This is an optimization exercise on Yosys and OpenROAD, whose aim is small area, a short achievable clock period and few clock cycles per item, not a production implementation. The RTL was checked by simulation tests, not by an equivalence proof against the original design.

==> xenon <==
Design mult_unit_top, start of the top module:
module mult_unit_top (
    input  logic        clock,
    input  logic        reset,
    input  logic        issue_valid,
    output logic        issue_ready,
    input  logic [31:0] issue_source_1,
    input  logic [31:0] issue_source_2,
    input  logic [1:0]  issue_func,
    input  logic [5:0]  issue_dest_tag,
    input  logic [3:0]  issue_branch_mask,
    output logic        cdb_valid,
    input  logic        cdb_ready,
    output logic [31:0] cdb_result,
    output logic [5:0]  cdb_dest_tag,
    output logic [3:0]  cdb_branch_mask,
    input  logic [3:0]  squash_mask,
    input  logic [3:0]  clear_mask
);
==> flow/config.mk <==
export PLATFORM = sky130hd
export DESIGN_NAME = mult_unit_top
export DESIGN_NICKNAME = mult_unit_top
export VERILOG_FILES = /design/flow/design.v
export SDC_FILE = /design/flow/constraint.sdc
export NUM_CORES = 4
export LEC_CHECK = 0
export ABC_CLOCK_PERIOD_IN_PS = 4500
export CAP_MARGIN = 20
export CORE_MARGIN = 2
export CORE_UTILIZATION = 40
export SETUP_SLACK_MARGIN = 5.0
export SLEW_MARGIN = 20
==> flow/constraint.sdc <==
create_clock -name core_clock -period 10.0 [get_ports {clock}]
set_input_delay 2.0000 -clock core_clock [delete_from_list [all_inputs] [get_ports {clock}]]
set_output_delay 2.0000 -clock core_clock [all_outputs]
set_load 0.01 [all_outputs]
run.sh (not shown) runs the stock make flow with config.mk's settings and CLKGATE_MAP_FILE= SYNTH_SCRIPT=/design/flow/synth_recipe.tcl, a recipe that flattens the netlist after the stock synthesis.
==> delta (differences from xenon) <==
==> flow/flow/run.sh (new file) <==
#!/bin/bash
set -o pipefail
bash standard.sh SETUP_SLACK_MARGIN=5.4 finish > flow.log 2>&1
==> flow/standard.sh (new file) <==
#!/bin/bash
# synth_recipe.tcl (not shown) runs the flow's synth.tcl, then flattens the netlist and writes it again
# the make line also repeats each setting of config.mk as NAME=value (left out here)
make -C /OpenROAD-flow-scripts/flow DESIGN_CONFIG=/design/flow/config.mk WORK_HOME=/design/flow/orfs CLKGATE_MAP_FILE= SYNTH_SCRIPT=/design/flow/synth_recipe.tcl "${@:-finish}"
removed: flow/run.sh
==> garnet (differences from xenon) <==
--- a/flow/config.mk
+++ b/flow/config.mk
@@ -8,6 +8,7 @@
 export ABC_CLOCK_PERIOD_IN_PS = 4500
 export CAP_MARGIN = 20
 export CORE_MARGIN = 2
-export CORE_UTILIZATION = 40
+export CORE_UTILIZATION = 65
+export PLACE_DENSITY = 0.78
 export SETUP_SLACK_MARGIN = 5.0
 export SLEW_MARGIN = 20
==> reports/qor.yml <==
status: "finished clean"
buffers: 381
drive_above_1_share: 0.204
post_drt_wl_per_cell_um: 29.0
use_met1: 0.370
multi_input_area_share: 0.656
use_met3: 0.101
startpoint: "unit_i.b_sum[17]"
met1_length_mm: 41.5
r2r_setup_slack_ps: 5120
-- figures above: delta

==> reports/qor.yml <==
status: "finished clean"
buffers: 345
multi_input_area_share: 0.656
use_met1: 0.351
r2r_setup_slack_ps: 4990
post_drt_wl_per_cell_um: 29.1
use_met3: 0.0925
startpoint: "unit_i.b_carry[17]"
drive_above_1_share: 0.138
-- figures above: xenon

==> reports/qor.yml <==
status: "finished clean"
startpoint: "unit_i.b_sum[17]"
drive_above_1_share: 0.122
buffers: 290
use_met3: 0.231
multi_input_area_share: 0.679
-- figures above: garnet

Testbench counts of xenon, summed over its fixed seeds: cycles 2,064, items 2,048.
Testbench counts of delta, summed over its fixed seeds: cycles 2,064, items 2,048.
Testbench counts of garnet, summed over its fixed seeds: cycles 2,064, items 2,048.

---

==> job 607 <==
Another version of the RTL of mult_unit_top (not shown whole).
export LEC_CHECK = 0
export ABC_CLOCK_PERIOD_IN_PS = 4500
export CAP_MARGIN = 20
export CORE_MARGIN = 2
export CORE_UTILIZATION = 65
export PLACE_DENSITY = 0.78
export SETUP_SLACK_MARGIN = 5.0
export SLEW_MARGIN = 20
create_clock -name core_clock -period 10.0 [get_ports {clock}]
standard.sh (not shown) runs the stock make flow with config.mk's settings and CLKGATE_MAP_FILE= SYNTH_SCRIPT=/design/flow/synth_recipe.tcl, a recipe that flattens the netlist after the stock synthesis.
==> flow/flow/run.sh <==
#!/bin/bash
set -o pipefail
bash standard.sh SETUP_SLACK_MARGIN=5.4 "BUFFER_PORTS_ARGS=-buffer_cell sky130_fd_sc_hd__buf_2" finish > flow.log 2>&1
==> inputs of job 9446, as changes to job 607 <==
--- a/flow/design.v
+++ b/flow/design.v
@@ -1324,16 +1324,16 @@
     logic [10:0]               a_neg;       
     logic                      a_low;       
     rv_core_pkg::phys_reg_t    a_tag;
     rv_core_pkg::branch_mask_t a_mask;
     logic                      b_valid;
     logic [31:0]               b_sum;
     logic [31:0]               b_carry;
-    logic [15:0]               b_gen;       
-    logic [15:0]               b_prop;      
+    logic [11:0]               b_gen;       
+    logic [11:1]               b_prop;      
     rv_core_pkg::phys_reg_t    b_tag;
     rv_core_pkg::branch_mask_t b_mask;
     logic                      c_valid;
     logic [31:0]               c_result;
     rv_core_pkg::phys_reg_t    c_tag;
     rv_core_pkg::branch_mask_t c_mask;
     logic        stall;
@@ -1350,16 +1350,16 @@
     logic [32:0] x;
     logic [34:0] x3;
     logic [10:0] dig_m1;
     logic [10:0] dig_m2;
     logic [10:0] dig_m3;
     logic [10:0] dig_m4;
     logic [10:0] dig_neg;
-    logic [15:0] low_gen;
-    logic [15:0] low_prop;
+    logic [11:0] low_gen;
+    logic [11:1] low_prop;
     logic        low_carry;
     logic [31:0] bit_gen;
     logic [31:0] bit_prop;
     logic [6*32-1:0] tree_gen;    
     logic [6*32-1:0] tree_prop;
     logic [31:0] carry_in;
     assign in_killed = rv_core_pkg::branch_killed(issue.branch_mask, squash_mask);
@@ -1425,38 +1425,48 @@
         .m3  (a_m3),
         .m4  (a_m4),
         .neg (a_neg),
         .s (tree_s),
         .c (tree_c)
     );
     always_comb begin
-        for (int k = 0; k < 16; k++) begin
+        for (int k = 0; k < 4; k++) begin
+            logic [3:0] g;
+            logic [3:0] p;
+            g = tree_s[4*k +: 4] & tree_c[4*k +: 4];
+            p = tree_s[4*k +: 4] | tree_c[4*k +: 4];
+            low_gen[k] = (g[3] | (p[3] & g[2])) | ((p[3] & p[2]) & (g[1] | (p[1] & g[0])));
+            if (k > 0) begin
+                low_prop[k] = &p;
+            end
+        end
+        for (int k = 4; k < 12; k++) begin
             logic [1:0] g;
             logic [1:0] p;
-            g = tree_s[2*k +: 2] & tree_c[2*k +: 2];
-            p = tree_s[2*k +: 2] | tree_c[2*k +: 2];
+            g = tree_s[2*k+8 +: 2] & tree_c[2*k+8 +: 2];
+            p = tree_s[2*k+8 +: 2] | tree_c[2*k+8 +: 2];
             low_gen[k]  = g[1] | (p[1] & g[0]);
             low_prop[k] = &p;
         end
     end
     always_ff @(posedge clock) begin
         if (!stall) begin
             b_sum   <= a_low ? tree_s[31:0] : tree_s[63:32];
             b_carry <= a_low ? tree_c[31:0] : tree_c[63:32];
-            b_gen   <= a_low ? 16'b0 : low_gen;
+            b_gen   <= a_low ? 12'b0 : low_gen;
             b_prop  <= low_prop;
             b_tag   <= a_tag;
             b_mask  <= rv_core_pkg::branch_cleared(a_mask, clear_mask);
         end else begin
             b_mask  <= rv_core_pkg::branch_cleared(b_mask, clear_mask);
         end
     end
     always_comb begin
         low_carry = b_gen[0];
-        for (int k = 1; k < 16; k++) begin
+        for (int k = 1; k < 12; k++) begin
             low_carry = b_gen[k] | (b_prop[k] & low_carry);
         end
     end
     assign bit_gen  = b_sum & b_carry;
     assign bit_prop = b_sum ^ b_carry;
     assign tree_gen[31:0]  = bit_gen;
     assign tree_prop[31:0] = bit_prop;
==> flow/flow/run.sh (replaced) <==
#!/bin/bash
set -o pipefail
bash standard.sh SETUP_SLACK_MARGIN=5.25 "BUFFER_PORTS_ARGS=-buffer_cell sky130_fd_sc_hd__buf_2" finish > flow.log 2>&1
==> notes <==
Job 607 finished clean. Job 9446 produced a clean layout. Between job 607 and job 9446, the lower first-iteration DRC count is in job 9446 (gap 30%, measured against job 9446). In job 9446 the fmax is smaller than in job 607, by about 0.8%. Of job 607 and job 9446, job 607 has the higher count of clock-buffer cells in the layout (gap 8). Against job 607, the critical path depth of job 9446 is higher by 1. Of job 9446 and job 607, job 607 has the higher register-to-register slack (gap 100 ps). Non-clock buffer count: job 607 is higher than job 9446 (35). In job 607 the flip-flop and latch count is higher than in job 9446, by 8.
Testbench counts of job 607, summed over its fixed seeds: cycles 2,072, items 2,048.
Testbench counts of job 9446, summed over its fixed seeds: cycles 2,072, items 2,048.

==> separate check: timing with driven ports <==
The flow's constraints put no driver on any port. The routed layouts listed below were extracted and timed again, unchanged, in two steps.
Step 1 sets driving cells, clkbuf_16 on the clock port and buf_2 on the other inputs (assumed; they add their load-dependent delay and slew).
Step 2, shift: input delay + t, output delay - t, t = (earliest + latest rising clock arrival at the registers) / 2. This alone moves slack from input paths to output paths.
a / b / c = ideal / step 1 / step 2; a / b = the first two.
run | t, ns | slack for setup (ns) | slew at the worst register clock pin (ns)
xenon | 0.578 | 4.793 / 4.727 / 4.990 | 0.08 / 0.08
delta | 0.574 | 4.747 / 4.683 / 5.116 | 0.09 / 0.09
garnet | 0.565 | 4.811 / 4.754 / 4.853 | 0.09 / 0.09
job 607 | 0.650 | 5.265 / 5.226 / 5.126 | 0.06 / 0.06
job 9446 | 0.626 | 5.227 / 5.192 / 4.854 | 0.07 / 0.07
After both steps setup and hold are still met in every run listed. For job 9446, which loses most, drivers alone change the setup slack by -0.035 ns; drivers and shift together by -0.373 ns.
